Context: an optimization exercise on an open-source flow, tuned for small area, a short achievable clock period and few clock cycles per item. The choices shown serve that exercise and are no tape-out recipe.
Only simulation tests tie the RTL to the original design; equivalence was not proved.
No activity file was given, so power comes from the tool's default toggle rates.

$ cat config.mk
export PLATFORM = sky130hd
export DESIGN_NAME = fat_dir_entry_name_decoder_core
export DESIGN_NICKNAME = fat_dir_entry_name_decoder_core
export VERILOG_FILES = /design/flow/design.v
export SDC_FILE = /design/flow/constraint.sdc
export NUM_CORES = 4
export LEC_CHECK = 0
export CAP_MARGIN = 20
export CORE_MARGIN = 2
export CORE_UTILIZATION = 40
export SLEW_MARGIN = 20
$ cat constraint.sdc
create_clock -name core_clock -period 6.0 [get_ports {aclk}]
set_input_delay 1.2000 -clock core_clock [delete_from_list [all_inputs] [get_ports {aclk}]]
set_output_delay 1.2000 -clock core_clock [all_outputs]
set_load 0.01 [all_outputs]
$ cat design.v
package fdn_pkg;
    localparam int ENTRY_W     = 256;
    localparam int IN_TDATA_W  = 264;
    localparam int NEW_DIR_BIT = 256;
    localparam int OUT_TDATA_W = 88;
    localparam int OUT_PAD_W   = 7;
    localparam int CHAR_W     = 8;
    localparam int CHAR_POS_W = 6;
    localparam int WORD_W     = 32;
    localparam int UNIT_W     = 16;
    localparam int SFN_MAX    = 12;
    localparam int SFN_LEN_W  = 4;
    localparam int LFN_POS_W  = 9;
    localparam int UNIT_IDX_W = 4;
    localparam int SEQ_W      = 5;
    localparam int UNITS_PER_ENTRY = 13;
    localparam logic [UNIT_IDX_W-1:0] UNIT_LAST = UNIT_IDX_W'(UNITS_PER_ENTRY - 1);
    localparam logic [CHAR_W-1:0] BYTE_END       = 8'h00;
    localparam logic [CHAR_W-1:0] BYTE_DELETED   = 8'hE5;
    localparam logic [CHAR_W-1:0] BYTE_DOT       = 8'h2E;
    localparam logic [CHAR_W-1:0] BYTE_SPACE     = 8'h20;
    localparam logic [CHAR_W-1:0] ATTR_LONG      = 8'h0F;
    localparam logic [CHAR_W-1:0] ATTR_VOLUME    = 8'h08;
    localparam logic [CHAR_W-1:0] ATTR_DIRECTORY = 8'h10;
    localparam logic [UNIT_W-1:0] UNIT_EMPTY     = 16'h0000;
    localparam logic [UNIT_W-1:0] UNIT_PAD       = 16'hFFFF;
    localparam logic [UNITS_PER_ENTRY*5-1:0] UNIT_OFFSET = {
        5'd30, 5'd28, 5'd24, 5'd22, 5'd20, 5'd18, 5'd16, 5'd14, 5'd9, 5'd7, 5'd5, 5'd3, 5'd1
    };
    typedef enum logic [2:0] {
        ST_IDLE,
        ST_LFN_WRITE,
        ST_LONG_SCAN,
        ST_SHORT_EMIT,
        ST_END_MARK
    } fsm_state_t;
    typedef struct packed {
        logic [SFN_MAX-1:0][CHAR_W-1:0] chars;
        logic [SFN_LEN_W-1:0]           len;
    } sfn_t;
endpackage
import fdn_pkg::*;
module fdn_short_name (
    input  logic [10:0][7:0] name_bytes,
    output fdn_pkg::sfn_t    sfn
);
    logic [SFN_MAX-1:0][CHAR_W-1:0] padded;
    assign padded = {CHAR_W'(0), name_bytes};
    always_comb begin
        logic [SFN_LEN_W-1:0] stem_len;
        logic [1:0]           ext_len;
        logic                 has_ext;
        logic                 stop;
        logic [SFN_LEN_W-1:0] rel;
        stem_len = SFN_LEN_W'(8);
        stop     = 1'b0;
        for (int k = 0; k < 8; k++) begin
            if (!stop && padded[k] == BYTE_SPACE) begin
                stem_len = SFN_LEN_W'(k);
                stop     = 1'b1;
            end
        end
        has_ext = (padded[8] != BYTE_SPACE);
        ext_len = 2'd3;
        stop    = 1'b0;
        for (int j = 0; j < 3; j++) begin
            if (!stop && padded[8 + j] == BYTE_SPACE) begin
                ext_len = 2'(j);
                stop    = 1'b1;
            end
        end
        for (int k = 0; k < SFN_MAX; k++) begin
            rel = SFN_LEN_W'(k) - stem_len;
            if (SFN_LEN_W'(k) < stem_len) begin
                sfn.chars[k] = padded[k];
            end else if (has_ext && rel == '0) begin
                sfn.chars[k] = BYTE_DOT;
            end else if (has_ext && rel <= {2'b00, ext_len}) begin
                case (rel)
                    4'd1:    sfn.chars[k] = padded[8];
                    4'd2:    sfn.chars[k] = padded[9];
                    4'd3:    sfn.chars[k] = padded[10];
                    default: sfn.chars[k] = '0;
                endcase
            end else begin
                sfn.chars[k] = '0;
            end
        end
        sfn.len = SFN_LEN_W'(SFN_MAX);
        stop    = 1'b0;
        for (int k = 0; k < SFN_MAX; k++) begin
            if (!stop && sfn.chars[k] == '0) begin
                sfn.len = SFN_LEN_W'(k);
                stop    = 1'b1;
            end
        end
    end
endmodule
import fdn_pkg::*;
module fdn_name_ram #(
    parameter int DEPTH = 64,
    localparam int AW = $clog2(DEPTH)
) (
    input  logic          clk,
    input  logic          rst_n,
    input  logic          clear,
    input  logic          wr_en,
    input  logic [AW-1:0] wr_addr,
    input  logic [7:0]    wr_data,
    input  logic [AW-1:0] rd_addr,
    output logic [7:0]    rd_data
);
    logic [CHAR_W-1:0] mem [DEPTH];
    logic [DEPTH-1:0]  valid_reg;
    logic [CHAR_W-1:0] rd_data_reg;
    logic              rd_valid_reg;
    always_ff @(posedge clk) begin
        if (wr_en) begin
            mem[wr_addr] <= wr_data;
        end
        rd_data_reg <= mem[rd_addr];
    end
    always_ff @(posedge clk) begin
        if (!rst_n) begin
            valid_reg    <= '0;
            rd_valid_reg <= 1'b0;
        end else begin
            rd_valid_reg <= valid_reg[rd_addr];
            if (clear) begin
                valid_reg <= '0;
            end else if (wr_en) begin
                valid_reg[wr_addr] <= 1'b1;
            end
        end
    end
    assign rd_data = rd_valid_reg ? rd_data_reg : '0;
endmodule
import fdn_pkg::*;
module fat_dir_entry_name_decoder_core #(
    parameter int NAME_CAPACITY = 64
) (
    input  logic                           aclk,
    input  logic                           aresetn,
    input  logic                           s_tvalid,
    output logic                           s_tready,
    input  logic [fdn_pkg::IN_TDATA_W-1:0] s_tdata,
    output logic                            m_tvalid,
    input  logic                            m_tready,
    output logic [fdn_pkg::OUT_TDATA_W-1:0] m_tdata,
    output logic                            m_tlast
);
    localparam int AW = $clog2(NAME_CAPACITY);
    localparam logic [LFN_POS_W-1:0] POS_LIMIT = LFN_POS_W'(NAME_CAPACITY - 1);
    fdn_pkg::fsm_state_t state_reg, state_next;
    logic [AW-1:0] len_reg, len_next;
    logic          pending_reg, pending_next;
    logic          ended_reg, ended_next;
    logic [ENTRY_W-1:0]    entry_reg;
    logic [LFN_POS_W-1:0]  off_reg;
    logic [UNIT_IDX_W-1:0] unit_reg;
    logic [AW-1:0]         scan_len_reg;
    logic [AW-1:0]         idx_reg;
    logic [CHAR_W-1:0]     held_reg;
    logic                  have_held_reg, have_held_next;
    fdn_pkg::sfn_t                  sfn_reg;
    logic [SFN_LEN_W-1:0]  sidx_reg;
    logic                  from_long_reg;
    logic                  isdir_reg;
    logic [WORD_W-1:0]     size_reg;
    logic [WORD_W-1:0]     clus_reg;
    logic                   m_valid_reg, m_valid_next;
    logic [OUT_TDATA_W-1:0] m_data_reg;
    logic                   m_last_reg;
    logic              s_fire;
    logic              new_dir;
    logic [CHAR_W-1:0] b0;
    logic [CHAR_W-1:0] attr;
    logic [SEQ_W-1:0]  lfn_seq;
    logic              ended_eff;
    logic              pending_eff;
    logic [AW-1:0]     len_eff;
    logic              is_end, is_del, is_lfn, is_skip, is_vis;
    fdn_pkg::sfn_t              sfn;
    assign s_tready    = (state_reg == ST_IDLE);
    assign s_fire      = s_tvalid & s_tready;
    assign new_dir     = s_tdata[NEW_DIR_BIT];
    assign b0          = s_tdata[7:0];
    assign attr        = s_tdata[95:88];
    assign lfn_seq     = b0[SEQ_W-1:0];
    assign ended_eff   = ended_reg & ~new_dir;
    assign pending_eff = pending_reg & ~new_dir;
    assign len_eff     = new_dir ? '0 : len_reg;
    assign is_end  = (b0 == BYTE_END);
    assign is_del  = !is_end && (b0 == BYTE_DELETED);
    assign is_lfn  = !is_end && !is_del && (attr == ATTR_LONG);
    assign is_skip = !is_end && !is_del && !is_lfn &&
                     (((attr & ATTR_VOLUME) != '0) || (b0 == BYTE_DOT));
    assign is_vis  = !is_end && !is_del && !is_lfn && !is_skip;
    fdn_short_name u_short_name (
        .name_bytes (s_tdata[87:0]),
        .sfn        (sfn)
    );
    logic [31:0][CHAR_W-1:0] entry_bytes;
    logic [4:0]              unit_ofs;
    logic [UNIT_W-1:0]       unit_val;
    logic [LFN_POS_W-1:0]    lfn_pos;
    logic                    lfn_stop;
    logic                    store_last;
    assign entry_bytes = entry_reg;
    assign unit_ofs    = fdn_pkg::UNIT_OFFSET[unit_reg*5 +: 5];
    assign unit_val    = {entry_bytes[5'(unit_ofs + 5'd1)], entry_bytes[unit_ofs]};
    assign lfn_pos     = off_reg + LFN_POS_W'(unit_reg);
    assign lfn_stop    = (lfn_pos >= POS_LIMIT) || (unit_val == UNIT_EMPTY) ||
                         (unit_val == UNIT_PAD);
    assign store_last  = lfn_stop || (unit_reg == UNIT_LAST);
    logic              ram_we;
    logic [AW-1:0]     rd_addr;
    logic [CHAR_W-1:0] ram_rdata;
    fdn_name_ram #(
        .DEPTH (NAME_CAPACITY)
    ) u_name_ram (
        .clk     (aclk),
        .rst_n   (aresetn),
        .clear   (s_fire & new_dir),
        .wr_en   (ram_we),
        .wr_addr (lfn_pos[AW-1:0]),
        .wr_data (unit_val[CHAR_W-1:0]),
        .rd_addr (rd_addr),
        .rd_data (ram_rdata)
    );
    logic scan_end;
    logic scan_adv;
    logic slot_free;
    logic short_last;
    assign scan_end   = (idx_reg >= scan_len_reg) || (ram_rdata == '0);
    assign slot_free  = ~m_valid_reg | m_tready;
    assign short_last = (sfn_reg.len == '0) || (SFN_LEN_W'(sidx_reg + 1'b1) == sfn_reg.len);
    logic                  out_load;
    logic [CHAR_W-1:0]     o_char;
    logic [CHAR_POS_W-1:0] o_pos;
    logic                  o_eod;
    logic                  o_last;
    always_comb begin
        out_load = 1'b0;
        o_char   = '0;
        o_pos    = '0;
        o_eod    = 1'b0;
        o_last   = 1'b0;
        ram_we   = 1'b0;
        scan_adv = 1'b0;
        rd_addr  = '0;
        case (state_reg)
            ST_IDLE: begin
                rd_addr = '0;
            end
            ST_LFN_WRITE: begin
                ram_we = ~lfn_stop;
            end
            ST_LONG_SCAN: begin
                if (!have_held_reg) begin
                    scan_adv = ~scan_end;
                    out_load = scan_end & slot_free;
                    o_last   = 1'b1;
                end else if (slot_free) begin
                    out_load = 1'b1;
                    o_char   = held_reg;
                    o_pos    = CHAR_POS_W'(idx_reg - 1'b1);
                    o_last   = scan_end;
                    scan_adv = ~scan_end;
                end
                rd_addr = scan_adv ? AW'(idx_reg + 1'b1) : idx_reg;
            end
            ST_SHORT_EMIT: begin
                out_load = slot_free;
                o_char   = (sfn_reg.len == '0) ? '0 : sfn_reg.chars[sidx_reg];
                o_pos    = CHAR_POS_W'(sidx_reg);
                o_last   = short_last;
            end
            ST_END_MARK: begin
                out_load = slot_free;
                o_eod    = 1'b1;
                o_last   = 1'b1;
            end
            default: begin
                out_load = 1'b0;
            end
        endcase
    end
    always_comb begin
        state_next = state_reg;
        case (state_reg)
            ST_IDLE: begin
                if (s_fire && !ended_eff) begin
                    if (is_end) begin
                        state_next = ST_END_MARK;
                    end else if (is_lfn && lfn_seq != '0) begin
                        state_next = ST_LFN_WRITE;
                    end else if (is_vis) begin
                        state_next = pending_eff ? ST_LONG_SCAN : ST_SHORT_EMIT;
                    end
                end
            end
            ST_LFN_WRITE: begin
                if (store_last) begin
                    state_next = ST_IDLE;
                end
            end
            ST_LONG_SCAN, ST_SHORT_EMIT: begin
                if (out_load && o_last) begin
                    state_next = ST_IDLE;
                end
            end
            ST_END_MARK: begin
                if (out_load) begin
                    state_next = ST_IDLE;
                end
            end
            default: begin
                state_next = ST_IDLE;
            end
        endcase
    end
    always_comb begin
        len_next       = len_reg;
        pending_next   = pending_reg;
        ended_next     = ended_reg;
        have_held_next = have_held_reg;
        if (s_fire) begin
            len_next       = len_eff;
            pending_next   = pending_eff;
            ended_next     = ended_eff;
            have_held_next = 1'b0;
            if (!ended_eff) begin
                if (is_lfn) begin
                    pending_next = 1'b1;
                end else begin
                    pending_next = 1'b0;
                    len_next     = '0;
                    if (is_end) begin
                        ended_next = 1'b1;
                    end
                end
            end
        end
        if (ram_we && ((lfn_pos + 1'b1) > LFN_POS_W'(len_reg))) begin
            len_next = AW'(lfn_pos + 1'b1);
        end
        if (state_reg == ST_LONG_SCAN && scan_adv) begin
            have_held_next = 1'b1;
        end
    end
    assign m_valid_next = out_load | (m_valid_reg & ~m_tready);
    always_ff @(posedge aclk) begin
        if (!aresetn) begin
            state_reg     <= ST_IDLE;
            len_reg       <= '0;
            pending_reg   <= 1'b0;
            ended_reg     <= 1'b0;
            have_held_reg <= 1'b0;
            m_valid_reg   <= 1'b0;
        end else begin
            state_reg     <= state_next;
            len_reg       <= len_next;
            pending_reg   <= pending_next;
            ended_reg     <= ended_next;
            have_held_reg <= have_held_next;
            m_valid_reg   <= m_valid_next;
        end
    end
    always_ff @(posedge aclk) begin
        if (s_fire) begin
            entry_reg     <= s_tdata[ENTRY_W-1:0];
            off_reg       <= LFN_POS_W'(lfn_seq - 1'b1) * LFN_POS_W'(UNITS_PER_ENTRY);
            unit_reg      <= '0;
            scan_len_reg  <= len_eff;
            idx_reg       <= '0;
            sfn_reg       <= sfn;
            sidx_reg      <= '0;
            from_long_reg <= pending_eff;
            isdir_reg     <= (attr & ATTR_DIRECTORY) != '0;
            size_reg      <= s_tdata[255:224];
            clus_reg      <= {s_tdata[175:160], s_tdata[223:208]};
        end else begin
            if (state_reg == ST_LFN_WRITE) begin
                unit_reg <= UNIT_IDX_W'(unit_reg + 1'b1);
            end
            if (state_reg == ST_LONG_SCAN) begin
                idx_reg <= rd_addr;
                if (scan_adv) begin
                    held_reg <= ram_rdata;
                end
            end
            if (state_reg == ST_SHORT_EMIT && out_load && !o_last) begin
                sidx_reg <= SFN_LEN_W'(sidx_reg + 1'b1);
            end
        end
        if (out_load) begin
            m_last_reg <= o_last;
            if (o_eod) begin
                m_data_reg <= {OUT_PAD_W'(0), 1'b1, WORD_W'(0), WORD_W'(0), 1'b0, 1'b0,
                               o_pos, o_char};
            end else begin
                m_data_reg <= {OUT_PAD_W'(0), 1'b0, clus_reg, size_reg, isdir_reg,
                               from_long_reg, o_pos, o_char};
            end
        end
    end
    assign m_tvalid = m_valid_reg;
    assign m_tdata  = m_data_reg;
    assign m_tlast  = m_last_reg;
endmodule
$ cat run.sh
#!/bin/bash
# synth_recipe.tcl (not shown) runs the flow's synth.tcl, then flattens the netlist and writes it again
# the make line also repeats each setting of config.mk as NAME=value (left out here)
make -C /OpenROAD-flow-scripts/flow DESIGN_CONFIG=/design/flow/config.mk WORK_HOME=/design/flow/orfs CLKGATE_MAP_FILE= SYNTH_SCRIPT=/design/flow/synth_recipe.tcl finish
==> summary.txt <==
timing repair:
| action | CTS | global route |
|---|---|---|
| gates cloned | 0 | 0 |
| hold buffers | 0 | 0 |
| resized for setup | 3 | 6 |
| endpoints found under the setup margin | 20 | 155 |
| pin swaps | 0 | 0 |
path summary, 6_finish.rpt:
| path | cells after the start | endpoint | slack [ns] |
|---|---|---|---|
| hold / removal | 2 | u_name_ram.valid_reg[30]$_SDFFE_PP0P_ | 0.45 |
| hold reg to reg | 2 | u_name_ram.valid_reg[30]$_SDFFE_PP0P_ | 0.45 |
| setup reg to reg | 17 | u_name_ram.mem[38][2]$_DFFE_PP_ | 0.25 |
| setup / recovery | 19 | sfn_reg[2]$_SDFFCE_PP0P_ | 0.22 |
Yosys cell counts (all sizes together) (19+ instances only):
library cell and number:
ha 59, nor2 188, o21a 38, or4 21, or3 26, edfxtp 974
xor2 19, and2 27, nand4 41, a211oi 29, nand3 241, inv 72
a21oi 138, xnor2 40, a311oi 49, clkbuf 178, mux2 29, nor2b 93
nor3 88, buf 121, dfxtp 100, nand2 884, o21ai 157, mux4 94
a31oi 54, and3 103, nand2b 26, o31ai 23, mux2i 110, a22oi 20
nor4 78, a22o 25, o22ai 34
power by group through the flow:
stage | clock (mW) | sequential [mW] | combinational (mW)
5_1_grt | 7.64 | 10.6 | 7.04
4_1_cts | 7.36 | 10.5 | 6.57
3_5_place_dp | 0 | 10.7 | 6.53
2_1_floorplan | 0 | 10.6 | 3.57
6_report | 7.28 | 10.6 | 6.67
3_3_place_gp | 0 | 10.7 | 6.46
kinds of logic after synthesis:
kind of cell / count (synthesis) / synth area share [%]
flip-flops: 1074 / 60.4
adder cells (fa/ha/maj): 65 / 1.66
buffers and inverters: 373 / 3.08
multiplexers: 233 / 6.88
other: 1 / 0.00725
AO/OA/AOI/OAI: 742 / 9.85
AND/OR/NAND/NOR: 1872 / 17.0
XOR/XNOR: 59 / 1.07
critical path: stages:
cell             delay [ns]
clkdlybuf4s50_1        0.42
or4_1                  0.66
or4_4                  0.58
a21oi_1                0.16
o22ai_1                0.12
a21oi_1                0.27
inv_1                  0.11
ha_1                   0.32
ha_1                   0.31
nor2b_1                0.13
o2bb2ai_1              0.13
o311ai_1               0.21
buf_4                  0.22
or4_1                  0.49
o2bb2ai_1              0.20
nand4bb_1              0.16
buf_4                  0.15
or3b_1                 0.35
a21oi_1                0.17
cell usage in the layout (no fill, tap or decap), types with 105 or more instances in the layout:
| master | instances |
|---|---|
| edfxtp_1 | 974 |
| nand2_1 | 882 |
| buf_4 | 497 |
| clkdlybuf4s50_1 | 344 |
| nand3_1 | 240 |
| nor2_1 | 185 |
| a21oi_1 | 134 |
| o21ai_0 | 127 |
| clkbuf_16 | 115 |
| mux2i_1 | 105 |
metrics by stage:
| step | total power [mW] | hold WS, ns | setup TNS [ns] |
|---|---|---|---|
| 6_report | 24.5 | 0.448 | 0 |
| 5_1_grt | 25.3 | 0.470 | -0.0227 |
| 4_1_cts | 24.5 | 0.445 | 0 |
| 3_5_place_dp | 17.2 | 0.437 | -1.82 |
| 3_3_place_gp | 17.1 | 0.431 | -1.71 |
| 2_1_floorplan | 14.2 | 0.419 | -35.57 |
metal layers:
metal	vias up	wire [um]	GRT usage (%)
met5	-	42	0
li1	18098	-	-
met2	2023	85500	43.6
met3	400	16700	5.07
met4	8	8770	12.7
met1	20274	75100	37.6
area by class of cell:
| type | instances | area (sq um) |
|---|---|---|
| fill | 11230 | 63300 |
| sequential | 1074 | 31300 |
| multi-input combinational | 2986 | 19400 |
| timing repair buffer | 866 | 7670 |
| clock buffer | 140 | 2980 |
| tap | 1729 | 2160 |
| clock inverter | 72 | 855 |
| inverter | 74 | 278 |
| antenna | 13 | 32.5 |
==> summary.txt <==
Max-slew headroom=27.2%; dominant synthesized flop cell=edfxtp_1; register area share after synthesis=60.4%; Post-DP HPWL=134 mm; via/cell ratio=5.87; Cells after Synth=4,419; Placer Congestion=1.00; full die area=132,000 sq um; post-CTS setup buffer count=0; Critical Path AT=6.37 ns; Mapped Area=51,700 sq um; Util after Layout=50.5%; final net count=5,448; Ports=359; Synth cell types=103; syn avg cell area=11.7 sq um; Clock power frac=29.7%; Max-cap violations=0; DRC viols=0; skew final=0.0321 ns; clk slew on worst S/H paths=0.06 ns; Placed Cells=6,728; Rows=131; crit path launch=s_tdata[16]; final period utilization=96.4%; CP required=6.59 ns; Psw=8.02 mW; Clk Latency, worst-skew pair=0.75 ns; internal power=16.5 mW; hold crit path type=register to register; worst flop-to-flop path startpoint=unit_reg[0]$_SDFFE_PP0P_; H-tree depth=3; port buffer count=344; number of global-route vias before repair=39,084; Peak supply drop=0.000442 V; largest net degree at the start of global routing=140; Final ANT Viol Nets=0; Startpoint Class=input pin; post-route minimum period=5.78 ns; Post-synth EDFFs=974; Die Y=364 um; Area growth syn-to-layout=25.1%; outcome=complete, no violations; Synth Register Bits=1,074; Setup WS pre-CTS=-0.504 ns; Clock Tree Buf Depth=3; DR vias=40,803; Final setup viols=0; synth top area cells=edfxtp_1 (57%), nand2_1 (6.4%), mux4_2 (4.0%); CTS Buf Count=113; Slew Viols, Final=0; Crit Path Class=input pin to register; Worst Tran Pin Value=1.09 ns; CP Capture Type=register; final setup margin=0.217 ns; Lkg Pwr=23.0 nW; Initial Util=40.4%; Sw Share=32.8%; layout cell share with drive strength beyond 1=17.5%; first-pass GRT wire length=268 mm; Largest register FFs=512; antenna violations before repair=26; final hold violations=0; core area=128,000 sq um; Die X=364 um; crit-path max FO=6; WL/cell=26.8 um; total iterations of the first detailed-routing run=7; Starting DRT DRC Count=5,025; Async SR Flop Fraction=0%; cell taking the most area after synthesis=edfxtp_1; gr ovfl total=0; Logic pwr share=27.2%; FMAX=0.173 GHz; fin area=64,700 sq um; Yosys top cell area share=56.5%; Finished Layout Cells=6,954; pwr dens=379 nW/um^2; critical hold path startpoint=u_name_ram.valid_reg[30]$_SDFFE_PP0P_; GRT Overall Usage=27.8%; TritonCTS clock tree=yes; TritonCTS sink count=1,074; Post-Route WL=186 mm; Ys Warns=3; sequential power share=43.1%; dpl cell area=60,700 sq um; Root Buffer=clkbuf_16
Testbench counts, summed over its fixed seeds: cycles 28,697, entries 2,409.

separate check: timing with driven ports:
Ports are ideal in the flow. The routed layout listed here was re-timed in OpenROAD. Step 1 (the two cells are an assumption about what drives the block):
set clk [get_ports {aclk}]
set_driving_cell -lib_cell sky130_fd_sc_hd__clkbuf_16 $clk
set_driving_cell -lib_cell sky130_fd_sc_hd__buf_2 [delete_from_list [all_inputs] $clk]
Step 2 also shifts input and output timing later by t, the mid clock arrival at the registers, as if the neighbouring blocks saw the same clock. Three values: ideal, step 1, step 2; two values: the first two.
shift t [ns]: 0.812
setup slack, ns: 0.217 / 0.246 / -0.539
worst slew at a driven data input, ns: 0.17
With both steps, setup timing fails in this run, where it was met with ideal ports. The setup slack of this run moves by +0.029 ns with the drivers and by -0.756 ns with both steps.
